This is an optimization exercise on Yosys and OpenROAD, whose aim is small area, a short achievable clock period and few clock cycles per item, not a production implementation.
Function was checked by simulation only, so behaviour that the tests miss may differ from the original.
Power and IR drop assume default switching activity.

==> design/flow/design.v <==
`default_nettype none
package lpoq_pkg;
  localparam int DEPTH  = 16;
  localparam int ADDR_W = (DEPTH > 1) ? $clog2(DEPTH) : 1;
  localparam int OCC_W  = $clog2(DEPTH + 1);
  localparam int PAGE_W = 32;
  localparam int PID_W  = 16;
  localparam int KEY_W  = PAGE_W + PID_W;
  localparam int CAP_W = 5;
  localparam logic [CAP_W-1:0] CAP_RESET = 5'd16;
  typedef enum logic {
    OP_INSERT = 1'b0,
    OP_TOUCH  = 1'b1
  } op_t;
  typedef struct packed {
    logic [PAGE_W-1:0] page;
    logic [PID_W-1:0]  pid;
  } key_t;
  typedef enum logic [6:0] {
    ST_IDLE   = 7'b0000001,
    ST_EV_RD  = 7'b0000010,
    ST_EV_CAP = 7'b0000100,
    ST_SEARCH = 7'b0001000,
    ST_SHIFT  = 7'b0010000,
    ST_APPEND = 7'b0100000,
    ST_DONE   = 7'b1000000
  } state_t;
endpackage
`default_nettype wire
`default_nettype none
module lpoq_ram #(
  parameter int WIDTH  = 48,
  parameter int DEPTH  = 16,
  parameter int ADDR_W = 4
) (
  input  wire logic              clk,
  input  wire logic              we,
  input  wire logic [ADDR_W-1:0] waddr,
  input  wire logic [WIDTH-1:0]  wdata,
  input  wire logic [ADDR_W-1:0] raddr,
  output logic      [WIDTH-1:0]  rdata
);
  logic [WIDTH-1:0] mem [DEPTH];
  always_ff @(posedge clk) begin
    if (we) begin
      mem[waddr] <= wdata;
    end
  end
  always_ff @(posedge clk) begin
    rdata <= mem[raddr];
  end
endmodule
`default_nettype wire
`default_nettype none
module lru_page_order_queue (
  input  wire logic                          clk,
  input  wire logic                          rst,
  input  wire logic                          req_valid,
  output      logic                          req_ready,
  input  wire logic                          req_operation,
  input  wire logic [lpoq_pkg::PAGE_W-1:0]   req_page_number,
  input  wire logic [lpoq_pkg::PID_W-1:0]    req_process_id,
  output      logic                          rsp_valid,
  input  wire logic                          rsp_ready,
  output      logic                          rsp_evicted,
  output      logic [lpoq_pkg::PAGE_W-1:0]   rsp_evicted_page,
  output      logic [lpoq_pkg::PID_W-1:0]    rsp_evicted_pid,
  output      logic                          rsp_hit,
  input  wire logic                          cfg_write_en,
  input  wire logic [lpoq_pkg::CAP_W-1:0]    cfg_write_data
);
  localparam int N  = lpoq_pkg::DEPTH;
  localparam int KW = lpoq_pkg::KEY_W;
  localparam int RW = KW + 2;             
  logic [KW-1:0]              key_mem [N];
  logic [N-1:0]               valid;       
  logic [N-1:0]               older [N];   
  logic [N-1:0]               lru;         
  logic [lpoq_pkg::CAP_W-1:0] capacity;
  logic                       s2_v;
  logic                       s2_touch;
  logic [KW-1:0]              s2_key;
  logic [N-1:0]               s2_match;    
  logic [N-1:0]               s2_wlast;    
  logic                       s2_eqp;      
  logic [1:0]                 ocnt;
  logic                       rdy_q;       
  logic                       rv_q;        
  logic [RW-1:0]              ohead, otail;
  logic [KW-1:0] in_key;
  logic [N-1:0]  in_match;
  logic          in_eqp;
  logic          take;
  logic          proc;
  assign in_key = {req_page_number, req_process_id};
  always_comb begin
    for (int i = 0; i < N; i++) in_match[i] = (in_key == key_mem[i]);
  end
  assign in_eqp = (in_key == s2_key);
  assign proc      = s2_v && !ocnt[1];
  assign req_ready = rdy_q;    
  assign take      = req_valid && req_ready;
  logic [N-1:0] m_eff, cand, first, lru2, app, ins_slot, we, s;
  logic         evict, hit, adv;    
  logic [KW-1:0] ev_key;
  assign m_eff = (s2_match & ~s2_wlast) | (s2_wlast & {N{s2_eqp}});
  assign cand  = m_eff & valid;
  logic [N-1:0] ol [N];
  always_comb begin
    for (int i = 0; i < N; i++)
      for (int j = 0; j < N; j++)
        if (i < j)      ol[i][j] = older[i][j];
        else if (i > j) ol[i][j] = !older[j][i];
        else            ol[i][j] = 1'b1;
  end
  always_comb begin
    for (int i = 0; i < N; i++) begin
      first[i] = cand[i];
      for (int j = 0; j < N; j++)
        if (j != i && cand[j] && !ol[i][j]) first[i] = 1'b0;
    end
  end
  always_comb begin
    logic [N-1:0] rest;
    rest = valid & ~lru;
    for (int i = 0; i < N; i++) begin
      lru2[i] = rest[i];
      for (int j = 0; j < N; j++)
        if (j != i && rest[j] && !ol[i][j]) lru2[i] = 1'b0;
    end
  end
  logic [N-1:0] lim_oh, valid_nx;
  always_comb begin
    lim_oh = '0;
    if (capacity == '0)         lim_oh[0]   = 1'b1;
    else if (capacity >= 5'd16) lim_oh[N-1] = 1'b1;
    else                        lim_oh[capacity - 5'd1] = 1'b1;
  end
  assign valid_nx = (proc && !s2_touch && !evict) ? {valid[N-2:0], 1'b1} : valid;
  assign app      = valid ^ {valid[N-2:0], 1'b1};    
  assign ins_slot = evict ? lru : app;
  assign we       = (proc && !s2_touch) ? ins_slot : '0;
  assign s        = !proc ? '0 : s2_touch ? first : ins_slot;
  assign hit      = s2_touch && (|cand);
  assign adv      = s2_touch ? |(m_eff & lru) : evict;
  always_comb begin
    ev_key = '0;
    for (int i = 0; i < N; i++) if (lru[i]) ev_key = ev_key | key_mem[i];
    if (s2_touch || !evict) ev_key = '0;
  end
  logic [RW-1:0] rsp_new;
  assign rsp_new = {(!s2_touch && evict), ev_key, hit};
  logic       s2_v_nx;
  logic [1:0] ocnt_nx;
  assign s2_v_nx = take || (s2_v && !proc);
  always_comb begin
    ocnt_nx = ocnt;
    case (ocnt)
      2'd0: if (proc) ocnt_nx = 2'd1;
      2'd1: if (proc && !rsp_ready) ocnt_nx = 2'd2;
            else if (!proc && rsp_ready) ocnt_nx = 2'd0;
      default: if (rsp_ready) ocnt_nx = 2'd1;
    endcase
  end
  always_ff @(posedge clk) begin
    for (int i = 0; i < N; i++) if (we[i]) key_mem[i] <= s2_key;
    for (int i = 0; i < N; i++)
      for (int j = i + 1; j < N; j++)
        older[i][j] <= s[j] | (older[i][j] & !s[i]);
    if (proc) begin
      if (!valid[0]) lru <= {{(N-1){1'b0}}, 1'b1};    
      else if (adv && valid[1]) lru <= lru2;          
    end
    if (take) begin
      s2_touch <= req_operation;
      s2_key   <= in_key;
      s2_match <= in_match;
      s2_wlast <= we;
      s2_eqp   <= in_eqp;
    end
  end
  always_ff @(posedge clk) begin
    if (rst) begin
      valid    <= '0;
      evict    <= 1'b0;
      capacity <= lpoq_pkg::CAP_RESET;
      s2_v     <= 1'b0;
      ocnt     <= 2'd0;
      rdy_q    <= 1'b1;
      rv_q     <= 1'b0;
    end else begin
      if (cfg_write_en) capacity <= cfg_write_data;
      valid <= valid_nx;
      evict <= |(valid_nx & lim_oh);
      s2_v  <= s2_v_nx;
      ocnt  <= ocnt_nx;
      rdy_q <= !(s2_v_nx && ocnt_nx[1]);
      rv_q  <= (ocnt_nx != 2'd0);
    end
  end
  always_ff @(posedge clk) begin
    case (ocnt)
      2'd0: if (proc) ohead <= rsp_new;
      2'd1: begin
        if (proc && rsp_ready) ohead <= rsp_new;
        if (proc && !rsp_ready) otail <= rsp_new;
      end
      default: if (rsp_ready) ohead <= otail;
    endcase
  end
  assign rsp_valid        = rv_q;    
  assign rsp_evicted      = ohead[RW-1];
  assign rsp_evicted_page = ohead[RW-2 -: lpoq_pkg::PAGE_W];
  assign rsp_evicted_pid  = ohead[lpoq_pkg::PID_W:1];
  assign rsp_hit          = ohead[0];
endmodule
`default_nettype wire
==> design/flow/run.sh <==
#!/bin/bash
# synth_recipe.tcl (not shown) runs the flow's synth.tcl, then flattens the netlist and writes it again
# the make line also repeats each setting of config.mk as NAME=value (left out here)
make -C /OpenROAD-flow-scripts/flow DESIGN_CONFIG=/design/flow/config.mk WORK_HOME=/design/flow/orfs CLKGATE_MAP_FILE= SYNTH_SCRIPT=/design/flow/synth_recipe.tcl finish
==> design/flow/config.mk <==
export PLATFORM = sky130hd
export DESIGN_NAME = lru_page_order_queue
export DESIGN_NICKNAME = lru_page_order_queue
export VERILOG_FILES = /design/flow/design.v
export SDC_FILE = /design/flow/constraint.sdc
export NUM_CORES = 4
export LEC_CHECK = 0
export ABC_CLOCK_PERIOD_IN_PS = 2000
export CAP_MARGIN = 20
export CORE_MARGIN = 2
export CORE_UTILIZATION = 40
export SETUP_SLACK_MARGIN = 2.85
export SLEW_MARGIN = 20
export TNS_END_PERCENT = 100
==> design/flow/constraint.sdc <==
create_clock -name core_clock -period 5.0 [get_ports {clk}]
set_input_delay 1.0000 -clock core_clock [delete_from_list [all_inputs] [get_ports {clk}]]
set_output_delay 1.0000 -clock core_clock [all_outputs]
set_load 0.01 [all_outputs]
==> results of run 1 <==
what timing repair did:
item                        CTS  global route
pin swaps                   167           163
setup endpoints to repair  1213           578
cloned                       47            15
setup buffers               264           105
gates resized for setup    1112           274
cells by family after synthesis:
| logic type | after synthesis |
|---|---|
| flops | 1113 |
| compound gates | 880 |
| xor+xnor | 835 |
| simple gates | 602 |
| buf+inv | 394 |
| mux | 79 |
| fa+ha+maj | 5 |
registers in the layout, summed over array words and instances (netlist names):
signal,cells
capacity,5
evict,1
key_mem,768
lru,16
ocnt,2
ohead,50
older,120
otail,50
rdy_q,1
rv_q,1
s2_eqp,1
s2_key,48
s2_match,16
s2_touch,1
s2_v,1
s2_wlast,16
valid,16
report_power, final:
part	switching [W]	leakage [nW]	internal [W]	total [W]
combinational	0.00177	13.3	0.000830	0.00260
clock	0.00423	2.10	0.00577	0.0100
sequential	0.000533	10.0	0.0104	0.0109
total	0.00653	25.4	0.0170	0.0235
critical path, cell delays in order, from the launching register on:
cell and delay, ns:
dfxtp_1 0.39, buf_4 0.26, xnor2_1 0.15, nor2_1 0.06
a21oi_1 0.22, nor2_4 0.07, buf_12 0.19, a21oi_4 0.44
clkbuf_16 0.24, a21bo_2 0.22
cell usage in the layout, fill, tap and decap left out, types with 70 or more instances in the layout:
master / instances
clkbuf_16: 134
a22oi_1: 135
nor4_2: 70
o22ai_1: 107
inv_1: 93
nor4_1: 112
dfxtp_1: 127
xor2_1: 765
a221oi_2: 120
buf_12: 102
buf_6: 88
edfxtp_1: 966
buf_4: 385
a22o_1: 142
area by class of cell:
type | instances | area, um^2
inverters | 95 | 360.3
well taps | 1742 | 2180
multi-input cells | 2410 | 23310
repair inverters | 1 | 7.507
clock inverters | 85 | 1162
fillers | 10584 | 58300
clock buffers | 142 | 3177
repair buffers | 757 | 8620
diodes | 19 | 47.55
flip-flops and latches | 1113 | 31990
layer usage:
metal | vias to the layer above | track usage | part of all wire
li1 | 16348 | - | -
met1 | 22410 | 0.5855 | 0.35
met2 | 4546 | 0.6591 | 0.39
met3 | 1306 | 0.2076 | 0.15
met4 | 28 | 0.3772 | 0.11
met5 | - | 0 | 0.0015
metrics by stage:
step | instance area [um^2] | setup slack, ns | utilization
finish | 70860 | 2.329 | 0.5486
global route | 70820 | 2.495 | 0.5483
CTS | 68240 | 2.552 | 0.5283
detailed placement | 56400 | 0.5680 | 0.4367
global placement | 56340 | -0.1010 | 0.4362
floorplan | 53300 | 2.390 | -
worst max-delay path by stage:
stage	to	slack, ns
floorplan	otail[0]	2.39
global placement	s2_match[13]	-0.10
detailed placement	s2_match[9]	0.57
CTS	older[0][7]	2.55
global route	older[0][1]	2.50
finish	older[8][9]	2.33
==> metrics.csv, run 1 <==
metric;value;unit
status;no timing/DRC/antenna violations;
yosys_warnings;4;
slew_viol_final;0;
placementRows;132;
wl_per_cell;51.61;um
totalWireLength;328.4;mm
grt_antenna_before_repair;34;
r2r-start;valid[9];
drtPass1Iterations;7;
fmax;0.3744;GHz
hold_path.startpoint;otail[49];
htreeDepth;3;
skew;0.05905;ns
start_util;0.4020;
area_delta_synth_final;36.47;%
clkSlewWorstSetupHoldPaths;0.07;ns
vias_per_cell;7.014;
power;0.02348;W
syn_inst;3908;
synthAdderAreaFrac;0.001205;
ys_async_sr_fraction;0;
ctsHoldBuffers;0;
arrival;3.36;ns
reg2reg_to;older[8][9];
yosysTopAreaCell;edfxtp_1;
num_vias;44638;
yosys.area_share.simple;0.06683;
die_w;364.3;um
max-clock-path-buffers;3;
synthDominantCellAreaShare;0.5587;
postRouteAntennaNets;0;
p_per_area;331.4;nW/um^2
place_hpwl;206.9;mm
first_iter_violations;8273;
fp.dieArea;132700;um^2
port_buffers;110;
path_class;flip-flop to flip-flop;
cp-end-kind;flip-flop;
vdd_drop_max;0.2921;mV
synth-xor-area-share;0.1414;
synth_top_family_by_area;XOR/XNOR gates;
die-height;364.3;um
numPlacedInstances;5685;
yosysSeqAreaShare;0.6154;
p_leak;25.40;nW
final_cells;6364;
worst_pin_slew;1.215;ns
hold_viol_final;0;
rsz0062_at_grt;yes;
timing.final.crit_period;2.671;ns
clockRootBuffer;clkbuf_16;
synthesis.nets;3972;
track_usage;0.4794;
synth_area_leaders;edfxtp_1 56%, xor2_1 14%, dfxtp_1 5.7%, a221oi_1 2.8%, nor4_1 2.8%;
ys_seq_elements;1113;
reg2reg_slack;2.33;ns
yosysMostFrequentCell;edfxtp_1;
syn_area;51920;um^2
grt_pass1_wl;412.1;mm
route.detailed.drc;0;
grt_pass1_vias;40184;
finalSetupViolations;0;
core_area;129200;um^2
whs_path_depth;2;
start_kind;flip-flop;
drv_cap;0;
synth_compound_area_frac;0.1279;
r2r_cells;9;
holdWs;0.5360;ns
ys_types;76;
grt_max_degree;52;
cts-buffers-inserted;120;
cp.required;5.69;ns
critPathMaxFanout;50;
clock-sinks;1113;
synth_edf_count;966;
startpoint;valid[9];
clock_latency;0.82;ns
min_period_over_period;0.5341;
synth_ff_type;edfxtp_1;
gp_congestion;1.104;
grt-ovfl-total;0;
nNetsFinal;4562;
final_layout_size_suffix_gt1_frac;0.3515;
muxShareOfSynthArea;0.01728;
avgSynthCellArea;13.29;um^2
io_pins;111;
hold_path_class;flip-flop to flip-flop;
cts_tree;yes;
ys_top_cells_by_count;966 x edfxtp_1, 818 x xor2_1, 251 x clkbuf_1;
final.setup.tns;0;ns
slew_headroom;0.1876;
holdPathEnd;ohead[49];
Testbench counts, summed over its fixed seeds: cycles 3,216, items 3,200.
==> run 2: changes to the inputs <==
--- a/design/flow/design.v
+++ b/design/flow/design.v
@@ -83,10 +83,8 @@
   logic [N-1:0]               s2_match;    
   logic [N-1:0]               s2_wlast;    
   logic                       s2_eqp;      
-  logic [1:0]                 ocnt;
-  logic                       rdy_q;       
   logic                       rv_q;        
-  logic [RW-1:0]              ohead, otail;
+  logic [RW-1:0]              ohead;
   logic [KW-1:0] in_key;
   logic [N-1:0]  in_match;
   logic          in_eqp;
@@ -97,8 +95,8 @@
     for (int i = 0; i < N; i++) in_match[i] = (in_key == key_mem[i]);
   end
   assign in_eqp = (in_key == s2_key);
-  assign proc      = s2_v && !ocnt[1];
-  assign req_ready = rdy_q;    
+  assign proc      = s2_v && (!rv_q || rsp_ready);
+  assign req_ready = !s2_v || !rv_q || rsp_ready;
   assign take      = req_valid && req_ready;
   logic [N-1:0] m_eff, cand, first, lru2, app, ins_slot, we, s;
   logic         evict, hit, adv;    
@@ -150,18 +148,8 @@
   end
   logic [RW-1:0] rsp_new;
   assign rsp_new = {(!s2_touch && evict), ev_key, hit};
-  logic       s2_v_nx;
-  logic [1:0] ocnt_nx;
+  logic s2_v_nx;
   assign s2_v_nx = take || (s2_v && !proc);
-  always_comb begin
-    ocnt_nx = ocnt;
-    case (ocnt)
-      2'd0: if (proc) ocnt_nx = 2'd1;
-      2'd1: if (proc && !rsp_ready) ocnt_nx = 2'd2;
-            else if (!proc && rsp_ready) ocnt_nx = 2'd0;
-      default: if (rsp_ready) ocnt_nx = 2'd1;
-    endcase
-  end
   always_ff @(posedge clk) begin
     for (int i = 0; i < N; i++) if (we[i]) key_mem[i] <= s2_key;
     for (int i = 0; i < N; i++)
@@ -185,30 +173,20 @@
       evict    <= 1'b0;
       capacity <= lpoq_pkg::CAP_RESET;
       s2_v     <= 1'b0;
-      ocnt     <= 2'd0;
-      rdy_q    <= 1'b1;
       rv_q     <= 1'b0;
     end else begin
       if (cfg_write_en) capacity <= cfg_write_data;
       valid <= valid_nx;
       evict <= |(valid_nx & lim_oh);
       s2_v  <= s2_v_nx;
-      ocnt  <= ocnt_nx;
-      rdy_q <= !(s2_v_nx && ocnt_nx[1]);
-      rv_q  <= (ocnt_nx != 2'd0);
+      if (proc) rv_q <= 1'b1;
+      else if (rsp_ready) rv_q <= 1'b0;
     end
   end
   always_ff @(posedge clk) begin
-    case (ocnt)
-      2'd0: if (proc) ohead <= rsp_new;
-      2'd1: begin
-        if (proc && rsp_ready) ohead <= rsp_new;
-        if (proc && !rsp_ready) otail <= rsp_new;
-      end
-      default: if (rsp_ready) ohead <= otail;
-    endcase
+    if (proc) ohead <= rsp_new;
   end
-  assign rsp_valid        = rv_q;    
+  assign rsp_valid        = rv_q;
   assign rsp_evicted      = ohead[RW-1];
   assign rsp_evicted_page = ohead[RW-2 -: lpoq_pkg::PAGE_W];
   assign rsp_evicted_pid  = ohead[lpoq_pkg::PID_W:1];
--- a/design/flow/config.mk
+++ b/design/flow/config.mk
@@ -9,6 +9,6 @@
 export CAP_MARGIN = 20
 export CORE_MARGIN = 2
 export CORE_UTILIZATION = 40
-export SETUP_SLACK_MARGIN = 2.85
+export SETUP_SLACK_MARGIN = 2.6
 export SLEW_MARGIN = 20
 export TNS_END_PERCENT = 100
==> metrics.csv, run 2 <==
metric;value;unit;change
ys_async_sr_fraction;0;;unchanged
regMostFlops;key_mem;;
critPathMaxFanout;14;;-72%
vias_per_cell;6.931;;-1.2%
syn_area;49600;um^2;-4.5%
crit_buf_inv;3;;unchanged
synth_edf_count;916;;-5.2%
synth_ff_type;edfxtp_1;;
core_area;123300;um^2;-4.5%
ys_top_cells_by_count;916 x edfxtp_1, 818 x xor2_1, 233 x clkbuf_1;;
grt_max_degree;52;;unchanged
dpl_worst_slack;0.6010;ns;+0.03301 ns
port_buffers;110;;unchanged
cp.required;5.65;ns;-0.04 ns
htreeDepth;3;;unchanged
final_common_cell;edfxtp_1;;
cpMaxStageDelayCell;a221oi_4;;
wl_per_cell;49.58;um;-3.9%
skew;0.06183;ns;+0.002775 ns
totalWireLength;290.2;mm;-12%
vdd_drop_max;0.3462;mV;+18%
route.detailed.drc;0;;unchanged
path_class;flip-flop to flip-flop;;
setup_slack;2.413;ns;+0.08314 ns
p_per_area;352.1;nW/um^2;+6.2%
startpoint;s2_eqp;;
grt_pass1_wl;371.1;mm;-9.9%
rsz0062_at_grt;yes;;
cts-buffers-inserted;117;;-2.5%
ys_seq_elements;1060;;-4.8%
max-clock-path-buffers;3;;unchanged
worst_pin_slew;1.235;ns;+0.02049 ns
hold_path.startpoint;capacity[0];;
timing.critical_path.cells;buf_12, buf_4, mux2_4, and2_2, a221oi_4, a31oi_4, buf_12, a21bo_2;;
synth_area_leaders;edfxtp_1 55%, xor2_1 14%, dfxtp_1 5.8%, a221oi_1 3.2%, nor4_1 2.9%;;
reg_top3;key_mem (768), older (120), ohead (50);;
yosys_warnings;4;;unchanged
status;no timing/DRC/antenna violations;;
syn_inst;3754;;-3.9%
clock-sinks;1060;;-4.8%
io_pins;111;;unchanged
gp_congestion;1.078;;-2.4%
mostFrequentLayoutCells;916 x edfxtp_1, 794 x xor2_1, 265 x buf_4;;
hold_viol_final;0;;unchanged
largest_reg_flops;768;;unchanged
fmax;0.3865;GHz;+3.2%
clkSlewWorstSetupHoldPaths;0.06;ns;about the same
synthDominantCellAreaShare;0.5545;;-0.004197
yosysSeqAreaShare;0.6126;;-0.002762
slowest_delay;0.53;ns;+0.09 ns
arrival;3.24;ns;-0.12 ns
crit_family;compound AO/OA/AOI/OAI gates;;
num_vias;40568;;-9.1%
ys_types;69;;-9.2%
place_hpwl;200.3;mm;-3.2%
timing.final.crit_period;2.587;ns;-0.08314 ns
start_kind;flip-flop;;
clockRootBuffer;clkbuf_16;;
grt_antenna_before_repair;37;;+8.8%
finalSetupViolations;0;;unchanged
die-height;356.2;um;-2.2%
final.setup.tns;0;ns;unchanged
yosysMostFrequentCell;edfxtp_1;;
drtPass1Iterations;6;;-1
placementRows;129;;-2.3%
area_delta_synth_final;24.81;%;
clock_latency;0.80;ns;-0.02 ns
track_usage;0.4450;;-0.03441
hold_path_class;flip-flop to flip-flop;;
fp.dieArea;126800;um^2;-4.4%
die_w;356.2;um;-2.2%
slew_viol_final;0;;unchanged
min_period_over_period;0.5175;;-0.01663
cts_tree;yes;;
nNetsFinal;4158;;-8.9%
grt-ovfl-total;0;;unchanged
postRouteAntennaNets;0;;unchanged
synthesis.nets;3818;;-3.9%
first_iter_violations;6779;;-18%
grt_pass1_vias;37470;;-6.8%
cp-end-kind;flip-flop;;
drv_cap;0;;unchanged
slew_headroom;0.1739;;-0.01371
avgSynthCellArea;13.21;um^2;-0.54%
start_util;0.4023;;about the same
r2r-start;s2_eqp;;
ctsHoldBuffers;0;;unchanged
critical_path.most_common_cell;buf_12;;
final_layout_size_suffix_gt1_frac;0.2331;;-0.1184
power;0.02180;W;-7.2%
p_leak;21.92;nW;-14%
yosysTopAreaCell;edfxtp_1;;
[run 2: layout make-up]
class / count / area [um^2]
fill: 10772 / 61410
sequential: 1060 / 30410
multi-input combinational: 2326 / 20030
timing repair buffer: 496 / 5019
clock buffer: 148 / 3138
tap: 1637 / 2048
clock inverter: 72 / 830.8
inverter: 92 / 367.9
antenna: 21 / 52.55
timing repair inverter: 1 / 7.507
[run 2: logic make-up after synthesis]
group,Yosys count,share of synthesized area
AO/OA/AOI/OAI,896,0.1381
XOR/XNOR,836,0.1478
adder cells (fa/ha/maj),5,0.001261
buffers and inverters,375,0.03007
flip-flops,1060,0.6126
multiplexers,26,0.006029
AND/OR/NAND/NOR,556,0.06412
[run 2: repair_timing]
item	CTS	global route
pin swaps	44	52
cloned	13	7
endpoints found under the hold margin	0	0
setup buffers	92	59
gates resized for setup	598	161
setup endpoints to repair	1158	350
[run 2: worst register-to-register path, stage by stage, from the launching register on]
cell and delay, ns:
edfxtp_1 0.41, buf_12 0.17, buf_4 0.14, mux2_4 0.31
and2_2 0.36, a221oi_4 0.53, a31oi_4 0.16, buf_12 0.18
a21bo_2 0.19
[run 2: final timing paths]
kind,slack [ns],end,cells past startpoint
hold reg to reg,0.55,capacity[0],2
setup reg to reg,2.41,older[11][15],8
hold / removal,0.55,capacity[0],2
setup / recovery,2.41,older[11][15],8
[run 2: power by group]
group / switching (W) / total (W) / internal [W]
combinational: 0.00152 / 0.00214 / 0.000622
sequential: 0.000632 / 0.0105 / 0.00989
clock: 0.00395 / 0.00913 / 0.00518
total: 0.00610 / 0.0218 / 0.0157
[run 2: metal layers]
metal	routed length (um)	vias up	track usage
li1	-	15313	-
met1	101000	20516	0.5422
met2	123800	3658	0.6576
met3	34710	1065	0.1224
met4	30600	16	0.3711
met5	119	-	0.004815
[run 2: per-stage QoR]
step                hold WS [ns]  instances  instance area [um^2]    util
floorplan                 0.4670       3754                 50150       -
global placement          0.5300       5439                 53860  0.4368
detailed placement        0.5363       5441                 53920  0.4372
CTS                       0.5402       5766                 60580  0.4913
global route              0.5591       5834                 61860  0.5017
finish                    0.5463       5853                 61910  0.5020
Testbench counts of run 2, summed over its fixed seeds: cycles 3,216, items 3,200.
==> run 3: changes to the inputs <==
--- a/design/flow/config.mk
+++ b/design/flow/config.mk
@@ -9,6 +9,7 @@
 export CAP_MARGIN = 20
 export CORE_MARGIN = 2
 export CORE_UTILIZATION = 40
+export CTS_BUF_LIST = sky130_fd_sc_hd__clkbuf_8
 export SETUP_SLACK_MARGIN = 2.6
 export SLEW_MARGIN = 20
 export TNS_END_PERCENT = 100
==> metrics.csv, run 3 <==
metric;value;unit;change
status;no timing/DRC/antenna violations;;
synthesis.nets;3818;;unchanged
yosysTopAreaCell;edfxtp_1;;
slew_viol_final;0;;unchanged
rsz0062_at_grt;yes;;
cpMaxStageDelayCell;edfxtp_1;;
synth_ff_type;edfxtp_1;;
nNetsFinal;4256;;+2.4%
yosysSeqAreaShare;0.6126;;unchanged
path_class;flip-flop to flip-flop;;
wl_per_cell;48.87;um;-1.4%
place_hpwl;200.3;mm;unchanged
yosys_warnings;4;;unchanged
slowest_delay;0.41;ns;-0.12 ns
reg_top3;key_mem (768), older (120), ohead (50);;
first_iter_violations;7157;;+5.6%
die_w;356.2;um;unchanged
synth_edf_count;916;;unchanged
start_util;0.4023;;unchanged
gp_congestion;1.078;;unchanged
slew_headroom;0.1469;;-0.02691
grt_pass1_wl;376.1;mm;+1.3%
hold_viol_final;0;;unchanged
largest_reg_flops;768;;unchanged
whs_path_depth;1;;-1
ys_async_sr_fraction;0;;unchanged
critPathMaxFanout;8;;-6
final.setup.tns;0;ns;unchanged
mostFrequentLayoutCells;916 x edfxtp_1, 806 x xor2_1, 279 x buf_4;;
cp-end-kind;flip-flop;;
min_period_over_period;0.5373;;+0.01976
synth_area_leaders;edfxtp_1 55%, xor2_1 14%, dfxtp_1 5.8%, a221oi_1 3.2%, nor4_1 2.9%;;
placementRows;129;;unchanged
core_area;123300;um^2;unchanged
r2r_cells;9;;+1
final_common_cell;edfxtp_1;;
postRouteAntennaNets;0;;unchanged
hold_path.startpoint;req_page_number[5];;
cts-buffers-inserted;186;;+59%
drtPass1Iterations;6;;unchanged
io_pins;111;;unchanged
num_vias;41097;;+1.3%
grt-ovfl-total;0;;unchanged
regMostFlops;key_mem;;
fp.dieArea;126800;um^2;unchanged
ys_seq_elements;1060;;unchanged
drv_cap;0;;unchanged
track_usage;0.4520;;+0.006947
grt_max_degree;52;;unchanged
p_sw;0.006146;W;+0.68%
final_core_util;0.4997;;-0.002303
timing.final.crit_period;2.686;ns;+0.09878 ns
p_seq_frac;0.512;;+0.029
route.detailed.drc;0;;unchanged
p_int;0.01445;W;-7.9%
arrival;3.37;ns;+0.13 ns
synthDominantCellAreaShare;0.5545;;unchanged
totalWireLength;293.3;mm;+1.1%
p_per_area;334.1;nW/um^2;-5.1%
worst_pin_slew;1.275;ns;+0.04023 ns
cts_tree;yes;;
cp.required;5.69;ns;+0.04 ns
clock_latency;0.97;ns;+0.17 ns
clkSlewWorstSetupHoldPaths;0.07;ns;about the same
syn_inst;3754;;unchanged
ys_top_cells_by_count;916 x edfxtp_1, 818 x xor2_1, 233 x clkbuf_1;;
syn_area;49600;um^2;unchanged
die-height;356.2;um;unchanged
reg2reg_to;lru[8];;
area_delta_synth_final;24.23;%;
ys_types;69;;unchanged
port_buffers;110;;unchanged
p_leak;22.14;nW;+1.0%
htreeDepth;4;;+1
grt_pass1_vias;38450;;+2.6%
ctsHoldBuffers;0;;unchanged
vias_per_cell;6.848;;-1.2%
clock-sinks;1060;;unchanged
reg2reg_slack;2.31;ns;-0.10 ns
timing.critical_path.cells;buf_12, buf_4, mux2_4, a22o_1, a221oi_2, nand4_1, o211ai_1, a21oi_4, buf_8;;
hold_path_class;primary input to flip-flop;;
skew;0.05972;ns;-0.002110 ns
p_clk_frac;0.384;;-0.035
r2r-start;s2_eqp;;
clockRootBuffer;clkbuf_8;;
vdd_drop_max;0.2893;mV;-16%
finalSetupViolations;0;;unchanged
fmax;0.3723;GHz;-3.7%
grt_antenna_before_repair;35;;-5.4%
p_comb_frac;0.104;;+0.006
avgSynthCellArea;13.21;um^2;unchanged
start_kind;flip-flop;;
holdPathEnd;s2_key[21];;
final_layout_size_suffix_gt1_frac;0.2452;;+0.01209
p_sw_frac;0.2985;;+0.01840
max-clock-path-buffers;3;;unchanged
yosysMostFrequentCell;edfxtp_1;;
## run 3: cell counts after synthesis
No cell type changed its count.
## run 3: through the flow
stage / worst slack, ns / instance area (um^2) / power [W] / hold WS, ns / std cells
final: 2.314 / 61620 / 0.02059 / 0.4938 / 6001
after floorplan: 1.785 / 50150 / 0.01118 / 0.4670 / 3754
after detailed placement: 0.6010 / 53920 / 0.01248 / 0.5363 / 5441
after global routing: 2.346 / 61580 / 0.02092 / 0.4820 / 5982
after global placement: 0.3145 / 53860 / 0.01250 / 0.5300 / 5439
after CTS: 2.322 / 60560 / 0.02034 / 0.5323 / 5932
## run 3: worst max-delay path, delay by kind of cell, from the launching register on
family                 cells  cell delay, ns
and+or+nand+nor            1            0.23
AOI/OAI and AO/OA          4            0.99
DFF                        1            0.41
muxes                      1            0.27
buffers and inverters      3            0.47
## run 3: worst max path at each step
stage	start	end	slack (ns)	depth (start not counted)
after detailed placement	req_process_id[11]	s2_match[2]	0.60	5
final	s2_eqp	lru[8]	2.31	9
after CTS	rv_q	req_ready	2.32	3
after global placement	req_process_id[11]	s2_match[8]	0.31	6
after floorplan	rsp_ready	older[12][13]	1.78	9
after global routing	rv_q	req_ready	2.35	3
## run 3: logic make-up after synthesis
logic type	share of synthesized area
compound gates	0.1381
xor+xnor	0.1478
fa+ha+maj	0.001261
buf+inv	0.03007
flops	0.6126
mux	0.006029
simple gates	0.06412
## run 3: cell type report
cell class	count	area, um^2
inverters	92	367.9
repair buffers	525	5189
multi-input cells	2326	20030
fillers	10886	61690
repair inverters	1	7.507
clock inverters	141	797.0
flip-flops and latches	1060	30410
clock buffers	198	2725
diodes	21	52.55
well taps	1637	2048
## run 3: what timing repair did
item | in CTS | in global routing
gates cloned | 17 | 6
setup endpoints to repair | 1097 | 421
gates resized for setup | 632 | 154
setup buffers | 135 | 42
pin swaps | 58 | 43
## run 3: power by group through the flow
| stage | combinational (W) | sequential [W] | clock, W |
|---|---|---|---|
| final | 0.00214 | 0.0105 | 0.00791 |
| after global routing | 0.00212 | 0.0105 | 0.00829 |
| after CTS | 0.00197 | 0.0105 | 0.00790 |
| after detailed placement | 0.00184 | 0.0106 | 0 |
| after global placement | 0.00185 | 0.0107 | 0 |
| after floorplan | 0.000863 | 0.0103 | 0 |
## run 3: metal layers
metal  up-vias  routed length [um]  global-route usage
li1      15526                   -                   -
met1     20606              102600              0.5491
met2      3784              124200              0.6619
met3      1167               34680              0.1273
met4        14               31720              0.3897
met5         -                  96           0.0003704
==> run 4: changes to the inputs <==
--- a/design/flow/config.mk
+++ b/design/flow/config.mk
@@ -8,7 +8,7 @@
 export ABC_CLOCK_PERIOD_IN_PS = 2000
 export CAP_MARGIN = 20
 export CORE_MARGIN = 2
-export CORE_UTILIZATION = 40
+export CORE_UTILIZATION = 46
 export CTS_BUF_LIST = sky130_fd_sc_hd__clkbuf_8
 export SETUP_SLACK_MARGIN = 2.6
 export SLEW_MARGIN = 20
==> metrics.csv, run 4 <==
metric;value;unit;change
p_clk_frac;0.388;;+0.004
grt_antenna_before_repair;43;;+23%
synth_edf_count;916;;unchanged
port_buffers;110;;unchanged
yosysTopAreaCell;edfxtp_1;;
reg2reg_to;older[7][12];;
vias_per_cell;7.338;;+7.1%
timing.critical_path.cells;nor2b_4, nand2_2, buf_6;;
globalRoute.busiestLayer;met2;;
yosysSeqAreaShare;0.6126;;unchanged
fmax;0.3697;GHz;-0.69%
cp-end-kind;output pin;;
timing.final.crit_period;2.705;ns;+0.01876 ns
start_util;0.4634;;+0.06110
syn_area;49600;um^2;unchanged
slowest_delay;0.36;ns;-0.05 ns
synthesis.nets;3818;;unchanged
regMostFlops;key_mem;;
met3_usage;0.2337;;+0.1064
multi_input_area;19640;um^2;-1.9%
synth_ff_type;edfxtp_1;;
ys_types;69;;unchanged
area_delta_synth_final;21.71;%;
critPathMaxFanout;2;;-6
p_comb_frac;0.104;;about the same
skew;0.04444;ns;-0.01528 ns
p_sw_frac;0.2979;;-0.0005088
yosysMostFrequentCell;edfxtp_1;;
hold_path_class;primary input to flip-flop;;
clock-sinks;1060;;unchanged
crit_family;flip-flops;;
grt_pass1_vias;38288;;-0.42%
final_cell_area;60370;um^2;-2.0%
gp_congestion;1.132;;+5.1%
seqCellArea;30410;um^2;unchanged
slew_viol_final;0;;unchanged
ys_async_sr_fraction;0;;unchanged
grt_pass1_wl;376.4;mm;about the same
num_vias;41891;;+1.9%
cp.required;4.00;ns;-1.69 ns
start_kind;flip-flop;;
die_w;332.4;um;-6.7%
route.detailed.drc;0;;unchanged
synth_area_leaders;edfxtp_1 55%, xor2_1 14%, dfxtp_1 5.8%, a221oi_1 3.2%, nor4_1 2.9%;;
final_core_util;0.5640;;+0.06423
die-height;332.4;um;-6.7%
hold_path.startpoint;req_process_id[10];;
mostFrequentLayoutCells;916 x edfxtp_1, 795 x xor2_1, 268 x buf_4;;
fillerInstances;8933;;-18%
track_usage;0.5193;;+0.06728
synthDominantCellAreaShare;0.5545;;unchanged
core_area;107100;um^2;-13%
cts_tree;yes;;
hold_viol_final;0;;unchanged
p_sw;0.006154;W;+0.15%
cts-buffers-inserted;184;;-1.1%
ys_top_cells_by_count;916 x edfxtp_1, 818 x xor2_1, 233 x clkbuf_1;;
r2r_cells;9;;unchanged
final.setup.tns;0;ns;unchanged
reg2reg_slack;2.34;ns;+0.03 ns
first_iter_violations;8572;;+20%
final_layout_size_suffix_gt1_frac;0.2293;;-0.01594
arrival;1.71;ns;-1.66 ns
clockRootBuffer;clkbuf_8;;
clkSlewWorstSetupHoldPaths;0.06;ns;about the same
finalSetupViolations;0;;unchanged
final_common_cell;edfxtp_1;;
reg_top3;key_mem (768), older (120), ohead (50);;
p_int;0.01450;W;+0.39%
grtUsageMet2;0.7056;;+0.04365
place_area;53710;um^2;-0.39%
place_hpwl;202.1;mm;+0.87%
grt-ovfl-total;0;;unchanged
r2r-start;rv_q;;
status;no timing/DRC/antenna violations;;
worst_pin_slew;1.279;ns;+0.003564 ns
clock_latency;0.94;ns;-0.03 ns
drv_cap;0;;unchanged
power;0.02066;W;+0.32%
crit_buf_inv;1;;-2
syn_inst;3754;;unchanged
postRouteAntennaNets;0;;unchanged
min_period_over_period;0.5410;;+0.003752
rsz0062_at_grt;yes;;
avgSynthCellArea;13.21;um^2;unchanged
setup_slack;2.295;ns;-0.01876 ns
path_class;flip-flop to output pin;;
slew_headroom;0.1446;;-0.002384
largest_reg_flops;768;;unchanged
io_pins;111;;unchanged
p_per_area;342.1;nW/um^2;+2.4%
ys_seq_elements;1060;;unchanged
placementRows;120;;-7.0%
fp.dieArea;110500;um^2;-13%
grt.met1_usage;0.6232;;+0.07412
max-clock-path-buffers;3;;unchanged
cpMaxStageDelayCell;dfxtp_4;;
holdPathEnd;s2_key[10];;
grt_max_degree;50;;-3.8%
nNetsFinal;4205;;-1.2%
yosys_warnings;4;;unchanged
p_seq_frac;0.508;;-0.004
drtPass1Iterations;7;;+1
htreeDepth;4;;unchanged
p_leak;21.70;nW;-2.0%
dpl_worst_slack;0.6250;ns;+0.02401 ns
vdd_drop_max;0.2346;mV;-19%
whs_path_depth;1;;unchanged
wl_per_cell;51.09;um;+4.5%
totalWireLength;291.7;mm;-0.54%
## run 4: cell counts after synthesis
No cell type changed its count.
## run 4: logic make-up (layout without fill, tap and decap cells)
| group | after synthesis | count (layout) | share of synthesized area |
|---|---|---|---|
| DFF | 1060 | 1060 | 0.6126 |
| AOI/OAI and AO/OA | 896 | 902 | 0.1381 |
| xor gates and xnor gates | 836 | 836 | 0.1478 |
| and+or+nand+nor | 556 | 556 | 0.06412 |
| buffers and inverters | 375 | 898 | 0.03007 |
| muxes | 26 | 26 | 0.006029 |
| adders and majority gates | 5 | 5 | 0.001261 |
| other | 0 | 23 | 0 |
## run 4: how the worst max path moves through the flow
stage | from | end | slack (ns) | cells after the start
after floorplan | rsp_ready | older[12][13] | 1.78 | 9
after global placement | req_process_id[7] | s2_match[3] | 0.62 | 5
after detailed placement | req_process_id[7] | s2_match[3] | 0.63 | 5
after CTS | rv_q | req_ready | 2.29 | 3
after global routing | rv_q | req_ready | 2.30 | 3
final | rv_q | req_ready | 2.29 | 3
## run 4: what timing repair did
action / CTS / global route
gates resized for setup: 520 / 117
pin swaps: 34 / 8
endpoints found under the setup margin: 1126 / 372
hold buffers: 0 / 0
hold endpoints to repair: 0 / 0
buffers inserted: 80 / 46
cloned: 13 / 3
## run 4: cell type report
class,count,area share
clock inverter,132,0.01418
inverter,92,0.005969
timing repair buffer,477,0.07612
antenna,23,0.0009533
clock buffer,196,0.04468
tap,1403,0.02908
timing repair inverter,1,0.00008290
multi-input combinational,2325,0.3253
sequential,1060,0.5037
## run 4: per-layer routing
layer | wire, um | share of wire
met1 | 98640 | 0.34
met5 | 653 | 0.0022
met3 | 44560 | 0.15
met2 | 115500 | 0.40
met4 | 32340 | 0.11
## run 4: metrics by stage
step	hold slack, ns	std cells
3_3_place_gp	0.5166	5209
3_5_place_dp	0.5073	5213
5_1_grt	0.5067	5694
6_report	0.4807	5709
2_1_floorplan	0.4670	3754
4_1_cts	0.5430	5634
## run 4: power groups by stage
stage | Sequential [W] | Combinational [W] | Clock, W
2_1_floorplan | 0.0103 | 0.000863 | 0
3_3_place_gp | 0.0106 | 0.00187 | 0
3_5_place_dp | 0.0106 | 0.00187 | 0
4_1_cts | 0.0104 | 0.00195 | 0.00794
5_1_grt | 0.0105 | 0.00211 | 0.00831
6_report | 0.0105 | 0.00215 | 0.00801
==> run 5: changes to the inputs <==
--- a/design/flow/config.mk
+++ b/design/flow/config.mk
@@ -8,8 +8,7 @@
 export ABC_CLOCK_PERIOD_IN_PS = 2000
 export CAP_MARGIN = 20
 export CORE_MARGIN = 2
-export CORE_UTILIZATION = 46
-export CTS_BUF_LIST = sky130_fd_sc_hd__clkbuf_8
+export CORE_UTILIZATION = 45
 export SETUP_SLACK_MARGIN = 2.6
 export SLEW_MARGIN = 20
 export TNS_END_PERCENT = 100
==> metrics.csv, run 5 <==
metric;value;unit;change
die-height;336.0;um;+1.1%
ys_seq_elements;1060;;unchanged
r2r_cells;11;;+2
startpoint;req_page_number[23];;
die_w;336.0;um;+1.1%
first_iter_violations;7979;;-6.9%
skew;0.04851;ns;+0.004079 ns
gp_congestion;1.076;;-5.0%
clock-sinks;1060;;unchanged
port_buffers;110;;unchanged
grt_pass1_vias;38820;;+1.4%
grt.met1_usage;0.6026;;-0.02060
fp.dieArea;112900;um^2;+2.2%
critPathMaxFanout;10;;+8
grtUsageMet2;0.7392;;+0.03367
cts-buffers-inserted;115;;-38%
slew_viol_final;0;;unchanged
largest_reg_flops;768;;unchanged
r2r-start;s2_eqp;;
fmax;0.3623;GHz;-2.0%
final_cell_area;64030;um^2;+6.1%
cts_tree;yes;;
syn_inst;3754;;unchanged
hold_path_class;flip-flop to flip-flop;;
yosysSeqAreaShare;0.6126;;unchanged
power;0.02145;W;+3.8%
grt-ovfl-total;0;;unchanged
synth_ff_type;edfxtp_1;;
num_vias;42725;;+2.0%
syn_area;49600;um^2;unchanged
arrival;3.32;ns;+1.61 ns
regMostFlops;key_mem;;
totalWireLength;301.7;mm;+3.5%
place_hpwl;201.2;mm;-0.43%
drv_cap;0;;unchanged
synthesis.nets;3818;;unchanged
slew_headroom;0.2133;;+0.06872
min_period_over_period;0.5521;;+0.01106
route.detailed.drc;0;;unchanged
htreeDepth;3;;-1
postRouteAntennaNets;0;;unchanged
start_kind;primary input;;
hold_viol_final;0;;unchanged
grt_pass1_wl;386.5;mm;+2.7%
numPlacedInstances;5292;;+1.5%
drtPass1Iterations;9;;+2
area_delta_synth_final;29.08;%;
vias_per_cell;7.303;;-0.47%
synth_area_leaders;edfxtp_1 55%, xor2_1 14%, dfxtp_1 5.8%, a221oi_1 3.2%, nor4_1 2.9%;;
track_usage;0.5261;;+0.006807
final_cells;5850;;+2.5%
clock_latency;0.77;ns;-0.17 ns
synth_edf_count;916;;unchanged
place_area;53810;um^2;+0.18%
grt_max_degree;51;;+2.0%
grt_antenna_before_repair;41;;-4.7%
nNetsFinal;4307;;+2.4%
rsz0062_at_grt;yes;;
final_layout_size_suffix_gt1_frac;0.2727;;+0.04341
max-clock-path-buffers;3;;unchanged
ys_async_sr_fraction;0;;unchanged
wl_per_cell;51.58;um;+0.96%
start_util;0.4544;;-0.008928
finalSetupViolations;0;;unchanged
clkSlewWorstSetupHoldPaths;0.06;ns;about the same
timing.final.crit_period;2.760;ns;+0.05529 ns
core_area;109200;um^2;+2.0%
yosys_warnings;4;;unchanged
yosysMostFrequentCell;edfxtp_1;;
synthDominantCellAreaShare;0.5545;;unchanged
vdd_drop_max;0.3158;mV;+35%
worst_pin_slew;1.176;ns;-0.1027 ns
cp-end-kind;flip-flop;;
globalRoute.busiestLayer;met2;;
status;no timing/DRC/antenna violations;;
mostFrequentLayoutCells;916 x edfxtp_1, 784 x xor2_1, 336 x buf_4;;
clockRootBuffer;clkbuf_16;;
final_common_cell;edfxtp_1;;
reg2reg_slack;2.29;ns;-0.05 ns
p_leak;22.90;nW;+5.5%
avgSynthCellArea;13.21;um^2;unchanged
reg_top3;key_mem (768), older (120), ohead (50);;
p_per_area;335.0;nW/um^2;-2.1%
placementRows;121;;+0.83%
ys_types;69;;unchanged
reg2reg_to;older[7][12];;
path_class;primary input to flip-flop;;
met3_usage;0.2265;;-0.007205
final.setup.tns;0;ns;unchanged
cp.required;5.56;ns;+1.56 ns
cp-endpoint;s2_match[12];;
io_pins;111;;unchanged
ctsHoldBuffers;0;;unchanged
yosysTopAreaCell;edfxtp_1;;
ys_top_cells_by_count;916 x edfxtp_1, 818 x xor2_1, 233 x clkbuf_1;;
-- run 5: power breakdown --
| part | switching, W | internal (W) | total, W |
|---|---|---|---|
| logic | 0.00160 | 0.000689 | 0.00229 |
| clock network | 0.00384 | 0.00474 | 0.00858 |
| registers | 0.000689 | 0.00989 | 0.0106 |
| total | 0.00613 | 0.0153 | 0.0214 |
-- run 5: layout make-up --
type,count,area [um^2]
inverters,92,360.3
multi-input cells,2325,20680
well taps,1476,1847
diodes,32,80.08
repair buffers,648,6945
clock inverters,82,698.2
repair inverters,1,7.507
clock buffers,134,2990
flip-flops and latches,1060,30420
fillers,8763,45130
-- run 5: stage by stage --
step | hold WS, ns | worst slack [ns] | util
CTS | 0.5297 | 2.301 | 0.5675
global route | 0.5568 | 2.263 | 0.5860
finish | 0.5527 | 2.240 | 0.5866
floorplan | 0.4670 | 1.785 | -
global placement | 0.5231 | 0.1256 | 0.4926
detailed placement | 0.5175 | 0.4220 | 0.4929
-- run 5: kinds of logic after synthesis --
group / count (synthesis) / synth area share
fa+ha+maj: 5 / 0.001261
mux: 26 / 0.006029
xor+xnor: 836 / 0.1478
simple gates: 556 / 0.06412
compound gates: 896 / 0.1381
buf+inv: 375 / 0.03007
flops: 1060 / 0.6126
-- run 5: worst max-delay path: stages --
cell     delay, ns
buf_2         0.37
buf_4         0.33
xor2_1        0.17
nor4_4        0.51
nand4_1       0.53
nor3_2        0.39
-- run 5: what timing repair did --
action | CTS | global route
cloned | 24 | 11
setup endpoints to repair | 1171 | 366
pin swaps | 80 | 80
setup buffers | 180 | 91
resized for setup | 651 | 254
-- run 5: how the worst min path moves through the flow --
stage | slack (ns) | end | from | depth (start not counted)
after floorplan | 0.47 | older[2][15] | older[2][15] | 2
after global placement | 0.52 | older[5][8] | older[5][8] | 2
after detailed placement | 0.52 | older[5][8] | older[5][8] | 2
after CTS | 0.53 | older[5][7] | older[5][7] | 2
after global routing | 0.56 | older[5][7] | older[5][7] | 2
final | 0.55 | older[5][7] | older[5][7] | 2
-- run 5: per-layer routing --
metal,share of wire,vias to the layer above
met3,0.15,1529
met4,0.12,30
li1,-,15593
met1,0.32,21126
met5,0.00093,-
met2,0.41,4447
==> run 6: changes to the inputs <==
--- a/design/flow/config.mk
+++ b/design/flow/config.mk
@@ -8,7 +8,7 @@
 export ABC_CLOCK_PERIOD_IN_PS = 2000
 export CAP_MARGIN = 20
 export CORE_MARGIN = 2
-export CORE_UTILIZATION = 45
-export SETUP_SLACK_MARGIN = 2.6
+export CORE_UTILIZATION = 40
+export SETUP_SLACK_MARGIN = 2.45
 export SLEW_MARGIN = 20
 export TNS_END_PERCENT = 100
==> metrics.csv, run 6 <==
metric;value;unit;change
port_buffers;110;;unchanged
yosys_warnings;4;;unchanged
core_area;123300;um^2;+13%
ys_top_cells_by_count;916 x edfxtp_1, 818 x xor2_1, 233 x clkbuf_1;;
yosysMostFrequentCell;edfxtp_1;;
synthDominantCellAreaShare;0.5545;;unchanged
cp.required;5.52;ns;-0.04 ns
p_comb_frac;0.093;;-0.014
postRouteAntennaNets;0;;unchanged
grt_antenna_before_repair;26;;-37%
nNetsFinal;4043;;-6.1%
clock-sinks;1060;;unchanged
fillerInstances;10951;;+25%
start_util;0.4023;;-0.05217
cts-buffers-inserted;118;;+2.6%
htreeDepth;3;;unchanged
status;no timing/DRC/antenna violations;;
slew_viol_final;0;;unchanged
fmax;0.3693;GHz;+1.9%
clkSlewWorstSetupHoldPaths;0.06;ns;about the same
p_sw_frac;0.2763;;-0.009354
io_pins;111;;unchanged
die_w;356.2;um;+6.0%
grt_pass1_wl;369.0;mm;-4.5%
placementRows;129;;+6.6%
place_hpwl;198.9;mm;-1.1%
yosysSeqAreaShare;0.6126;;unchanged
p_seq_frac;0.482;;-0.011
hold_path_class;flip-flop to flip-flop;;
mostFrequentLayoutCells;916 x edfxtp_1, 794 x xor2_1, 213 x buf_4;;
syn_inst;3754;;unchanged
ys_async_sr_fraction;0;;unchanged
critPathMaxFanout;27;;+17
grt_max_degree;53;;+3.9%
clock_latency;0.76;ns;about the same
p_per_area;365.3;nW/um^2;+9.1%
yosysTopAreaCell;edfxtp_1;;
cp-end-kind;flip-flop;;
min_period_over_period;0.5416;;-0.01044
syn_area;49600;um^2;unchanged
fp.dieArea;126800;um^2;+12%
ys_seq_elements;1060;;unchanged
synth_ff_type;edfxtp_1;;
gp_congestion;1.098;;+2.0%
reg_top3;key_mem (768), older (120), ohead (50);;
clockRootBuffer;clkbuf_16;;
hold_viol_final;0;;unchanged
r2r-start;lru[11];;
final.setup.tns;0;ns;unchanged
ys_types;69;;unchanged
cts_tree;yes;;
area_delta_synth_final;20.78;%;
num_vias;40222;;-5.9%
synthesis.nets;3818;;unchanged
regMostFlops;key_mem;;
timing.final.crit_period;2.708;ns;-0.05219 ns
p_int;0.01584;W;+3.4%
hold_path.startpoint;older[5][8];;
worst_pin_slew;1.215;ns;+0.03847 ns
avgSynthCellArea;13.21;um^2;unchanged
path_class;flip-flop to flip-flop;;
p_leak;21.08;nW;-8.0%
synth_edf_count;916;;unchanged
grt-ovfl-total;0;;unchanged
numPlacedInstances;5433;;+2.7%
drtPass1Iterations;6;;-3
synth_area_leaders;edfxtp_1 55%, xor2_1 14%, dfxtp_1 5.8%, a221oi_1 3.2%, nor4_1 2.9%;;
final_layout_size_suffix_gt1_frac;0.1852;;-0.08744
final_cells;5732;;-2.0%
holdWs;0.5355;ns;-0.01725 ns
finalSetupViolations;0;;unchanged
skew;0.02561;ns;-0.02291 ns
wl_per_cell;49.81;um;-3.4%
rsz0062_at_grt;yes;;
die-height;356.2;um;+6.0%
route.detailed.drc;0;;unchanged
largest_reg_flops;768;;unchanged
vdd_drop_max;0.3110;mV;-1.5%
track_usage;0.4415;;-0.08458
grt_pass1_vias;36856;;-5.1%
slew_headroom;0.1875;;-0.02574
vias_per_cell;7.017;;-3.9%
startpoint;lru[11];;
p_sw;0.006048;W;-1.3%
start_kind;flip-flop;;
max-clock-path-buffers;3;;unchanged
totalWireLength;285.5;mm;-5.4%
first_iter_violations;7615;;-4.6%
arrival;3.23;ns;-0.09 ns
p_clk_frac;0.426;;+0.026
final_common_cell;edfxtp_1;;
drv_cap;0;;unchanged
## run 6: cell counts after synthesis
Identical to the previous run, type by type.
## run 6: cell families (layout without fill, tap and decap cells)
kind of cell,after synthesis,in the layout,share of synthesized area
AOI/OAI and AO/OA,896,899,0.1381
DFF,1060,1060,0.6126
muxes,26,26,0.006029
buffers and inverters,375,699,0.03007
adders and majority gates,5,5,0.001261
xor gates and xnor gates,836,836,0.1478
and+or+nand+nor,556,556,0.06412
other,0,14,0
## run 6: per-layer routing
metal / track usage / part of all wire / vias up
met3: 0.1247 / 0.13 / 1015
met1: 0.5466 / 0.35 / 20195
met2: 0.6525 / 0.42 / 3945
li1: - / - / 15053
met4: 0.3415 / 0.10 / 14
met5: 0.0007407 / 0.00035 / -
## run 6: per-stage QoR
step	total power, W	setup slack (ns)	cell area (um^2)	utilization
global placement	0.01251	0.06039	53760	0.4359
finish	0.02189	2.292	59910	0.4859
floorplan	0.01118	1.785	50080	-
global route	0.02216	2.372	59880	0.4856
CTS	0.02167	2.140	59340	0.4812
detailed placement	0.01249	0.3238	53870	0.4368
## run 6: layout make-up
class / count / area (um^2) / area share
sequential: 1060 / 30400 / 0.5074
multi-input combinational: 2322 / 19400 / 0.3239
timing repair buffer: 385 / 3633 / 0.06065
clock buffer: 138 / 3090 / 0.05158
tap: 1637 / 2048 / 0.03419
clock inverter: 84 / 945.9 / 0.01579
inverter: 92 / 356.6 / 0.005952
antenna: 14 / 35.03 / 0.0005847
## run 6: worst paths after layout
kind	cells past startpoint	slack, ns	to
worst max-delay path	6	2.29	lru[11]
worst max register to register	6	2.29	lru[11]
worst min register to register	2	0.54	older[5][8]
worst min-delay path	2	0.54	older[5][8]
## run 6: timing repair
action / 4_1_cts / 5_1_grt
hold buffers: 0 / 0
resized for setup: 292 / 112
pin swaps: 21 / 13
setup buffers: 41 / 14
gates cloned: 6 / 2
setup endpoints to repair: 1050 / 236
## run 6: worst max-delay path, cell delays in order (launching register included)
cell	delay [ns]
edfxtp_1	0.38
clkbuf_8	0.28
nand2b_2	0.41
buf_4	0.25
a211oi_1	0.37
o2111ai_1	0.24
nor4_2	0.45
## run 6: power by group through the flow
stage / combinational [W] / clock, W / sequential [W]
final: 0.00203 / 0.00932 / 0.0105
after global routing: 0.00201 / 0.00964 / 0.0105
after CTS: 0.00189 / 0.00930 / 0.0105
after detailed placement: 0.00183 / 0 / 0.0107
after global placement: 0.00184 / 0 / 0.0107
after floorplan: 0.000857 / 0 / 0.0103
==> run 7: changes to the inputs <==
--- a/design/flow/config.mk
+++ b/design/flow/config.mk
@@ -9,6 +9,6 @@
 export CAP_MARGIN = 20
 export CORE_MARGIN = 2
 export CORE_UTILIZATION = 40
-export SETUP_SLACK_MARGIN = 2.45
+export SETUP_SLACK_MARGIN = 2.7
 export SLEW_MARGIN = 20
 export TNS_END_PERCENT = 100
==> metrics.csv, run 7 <==
metric;value;unit;change
min_period_over_period;0.5078;;-0.03381
r2r_cells;8;;+2
cp.required;5.66;ns;+0.14 ns
htreeDepth;3;;unchanged
timing.final.crit_period;2.539;ns;-0.1691 ns
vdd_drop_max;0.3065;mV;-1.4%
reg_top3;key_mem (768), older (120), ohead (50);;
clockRootBuffer;clkbuf_16;;
totalWireLength;308.3;mm;+8.0%
fp.dieArea;126800;um^2;unchanged
area_delta_synth_final;29.17;%;
wl_per_cell;51.80;um;+4.0%
synthDominantCellAreaShare;0.5545;;unchanged
clkSlewWorstSetupHoldPaths;0.06;ns;about the same
cp-end-kind;flip-flop;;
grt_pass1_wl;385.8;mm;+4.6%
track_usage;0.4653;;+0.02381
vias_per_cell;7.048;;+0.45%
fmax;0.3938;GHz;+6.7%
yosys_warnings;4;;unchanged
start_kind;flip-flop;;
ys_types;69;;unchanged
cts-buffers-inserted;117;;-0.85%
ctsHoldBuffers;0;;unchanged
largest_reg_flops;768;;unchanged
num_vias;41945;;+4.3%
start_util;0.4023;;unchanged
grt-ovfl-total;0;;unchanged
synthesis.nets;3818;;unchanged
yosysSeqAreaShare;0.6126;;unchanged
grt_pass1_vias;38137;;+3.5%
final_common_cell;edfxtp_1;;
yosysMostFrequentCell;edfxtp_1;;
io_pins;111;;unchanged
place_hpwl;202.3;mm;+1.7%
grt_max_degree;52;;-1.9%
placementRows;129;;unchanged
ys_async_sr_fraction;0;;unchanged
finalSetupViolations;0;;unchanged
arrival;3.20;ns;-0.03 ns
hold_path.startpoint;s2_v;;
first_iter_violations;7968;;+4.6%
drtPass1Iterations;6;;unchanged
clock-sinks;1060;;unchanged
slew_headroom;0.2161;;+0.02859
startpoint;s2_eqp;;
syn_inst;3754;;unchanged
reg2reg_slack;2.46;ns;+0.17 ns
gp_congestion;1.063;;-3.2%
final_cell_area;64080;um^2;+6.9%
die_w;356.2;um;unchanged
place_area;54030;um^2;+0.30%
hold_viol_final;0;;unchanged
grt_antenna_before_repair;36;;+38%
synth_ff_type;edfxtp_1;;
avgSynthCellArea;13.21;um^2;unchanged
rsz0062_at_grt;yes;;
synth_area_leaders;edfxtp_1 55%, xor2_1 14%, dfxtp_1 5.8%, a221oi_1 3.2%, nor4_1 2.9%;;
p_comb_frac;0.103;;+0.010
reg2reg_to;older[11][12];;
path_class;flip-flop to flip-flop;;
syn_area;49600;um^2;unchanged
die-height;356.2;um;unchanged
core_area;123300;um^2;unchanged
synth_edf_count;916;;unchanged
max-clock-path-buffers;3;;unchanged
cts_tree;yes;;
status;no timing/DRC/antenna violations;;
ys_top_cells_by_count;916 x edfxtp_1, 818 x xor2_1, 233 x clkbuf_1;;
cp-endpoint;older[11][12];;
clock_latency;0.80;ns;+0.04 ns
mostFrequentLayoutCells;916 x edfxtp_1, 759 x xor2_1, 307 x buf_4;;
ys_seq_elements;1060;;unchanged
postRouteAntennaNets;0;;unchanged
port_buffers;110;;unchanged
nNetsFinal;4256;;+5.3%
regMostFlops;key_mem;;
drv_cap;0;;unchanged
p_leak;22.75;nW;+7.9%
p_sw_frac;0.2835;;+0.007167
skew;0.04107;ns;+0.01546 ns
worst_pin_slew;1.172;ns;-0.04274 ns
slew_viol_final;0;;unchanged
r2r-start;s2_eqp;;
hold_path_class;flip-flop to flip-flop;;
p_int;0.01584;W;about the same
p_clk_frac;0.421;;-0.005
p_seq_frac;0.476;;-0.006
p_per_area;345.0;nW/um^2;-5.6%
final.setup.tns;0;ns;unchanged
yosysTopAreaCell;edfxtp_1;;
whs_path_depth;2;;unchanged
final_layout_size_suffix_gt1_frac;0.2694;;+0.08420
critPathMaxFanout;13;;-52%
route.detailed.drc;0;;unchanged
p_sw;0.006266;W;+3.6%
-- run 7: cell count changes in the layout (fill, tap and decap cells not counted), moves of 12 or more --
cell,change
buf_6,+30
buf_4,+94
buf_2,+47
xor2_1,-35
clkdlybuf4s15_2,+12
nor4_4,+17
buf_16,+21
a221oi_1,-15
clkinv_1,-12
buf_12,+45
clkbuf_16,+21
dlygate4sd2_1,-54
xor2_2,+29
-- run 7: final cells by class --
cell class | count | area [um^2]
Timing Repair Buffer | 588 | 6510
Timing Repair inverter | 1 | 7.507
Inverter | 92 | 364.1
Sequential cell | 1060 | 30420
Clock inverter | 78 | 834.6
Multi-Input combinational cell | 2332 | 20620
Tap cell | 1637 | 2048
Antenna cell | 20 | 50.05
Clock buffer | 143 | 3222
Fill cell | 10608 | 59240
-- run 7: cells by family (layout without fill, tap and decap cells) --
logic type / count (synthesis) / in the layout / synth area share
other cells: 0 / 20 / 0
mux: 26 / 26 / 0.006029
flops: 1060 / 1060 / 0.6126
simple gates: 556 / 561 / 0.06412
buf+inv: 375 / 902 / 0.03007
xor+xnor: 836 / 836 / 0.1478
fa+ha+maj: 5 / 5 / 0.001261
compound gates: 896 / 904 / 0.1381
-- run 7: worst min path at each step --
stage	endpoint	slack, ns
5_1_grt	s2_key[41]	0.56
4_1_cts	older[0][8]	0.54
6_report	s2_v	0.54
2_1_floorplan	older[2][15]	0.47
3_3_place_gp	older[1][4]	0.52
3_5_place_dp	older[0][12]	0.53
-- run 7: metal layers --
layer	global-route usage	vias to the layer above	wire, um
met5	0.0007407	-	137
met4	0.3827	20	33500
met3	0.1508	1188	43860
met2	0.6597	4053	124900
met1	0.5785	21196	105900
li1	-	15488	-
-- run 7: worst max-delay path, stage by stage (launching register included) --
cell and delay (ns):
edfxtp_1 0.41, buf_12 0.17, buf_4 0.14, mux2_4 0.32, and2_4 0.25, a221oi_2 0.55
a31oi_4 0.20, buf_12 0.19, a21bo_1 0.16
-- run 7: repair_timing --
action / 4_1_cts / 5_1_grt
resized for setup: 799 / 140
pin swaps: 71 / 62
endpoints found under the hold margin: 0 / 0
setup endpoints to repair: 1139 / 628
setup buffers: 136 / 62
cloned: 28 / 27
-- run 7: power by group through the flow --
stage          Combinational [W]  Sequential, W  Clock, W
2_1_floorplan           0.000876         0.0103         0
3_3_place_gp             0.00187         0.0106         0
3_5_place_dp             0.00187         0.0106         0
4_1_cts                  0.00206         0.0105   0.00926
5_1_grt                  0.00225         0.0105   0.00959
6_report                 0.00229         0.0105   0.00930
-- run 7: metrics by stage --
stage               setup slack [ns]  instances  total power, W  hold slack, ns    util
finish                         2.461       5951         0.02211          0.5436  0.5196
CTS                            2.512       5841         0.02178          0.5434  0.5053
global route                   2.438       5933         0.02233          0.5648  0.5192
detailed placement            0.7074       5456         0.01251          0.5276  0.4381
global placement             0.07871       5455         0.01252          0.5179  0.4376
floorplan                      1.785       3754         0.01120          0.4670       -

## static timing again, ports no longer ideal
The results above use ideal ports. As a check the final layouts listed here were re-extracted and re-timed, cells and wires unchanged.
Step 1: set_driving_cell puts a clkbuf_16 on clk and a buf_2 on each other input, an assumption about the parent block.
Step 2, shift: input delay + t, output delay - t, t = (earliest + latest rising clock arrival at the registers) / 2. This alone moves slack from input paths to output paths.
a / b / c = no drivers / after step 1 / after step 2; a / b = the first two.
run | t, ns | setup slack, ns | hold WS [ns] | worst slew at a driven data input, ns
run 1 | 0.873 | 2.329 / 2.329 / 1.919 | 0.536 / 0.524 / 0.536 | 0.12
run 2 | 0.857 | 2.413 / 2.413 / 1.682 | 0.546 / 0.546 / 0.546 | 0.13
run 3 | 1.014 | 2.314 / 2.314 / 1.509 | 0.494 / 0.443 / 0.552 | 0.14
run 4 | 1.000 | 2.295 / 2.218 / 1.549 | 0.481 / 0.442 / 0.549 | 0.15
run 5 | 0.824 | 2.240 / 2.280 / 1.456 | 0.553 / 0.553 / 0.553 | 0.07
run 6 | 0.826 | 2.292 / 2.292 / 1.536 | 0.535 / 0.535 / 0.535 | 0.07
run 7 | 0.853 | 2.461 / 2.448 / 1.731 | 0.544 / 0.504 / 0.544 | 0.23
After both steps setup and hold are still met in every run listed. For run 3, which loses most, drivers alone change the setup slack by 0.000 ns; drivers and shift together by -0.805 ns.
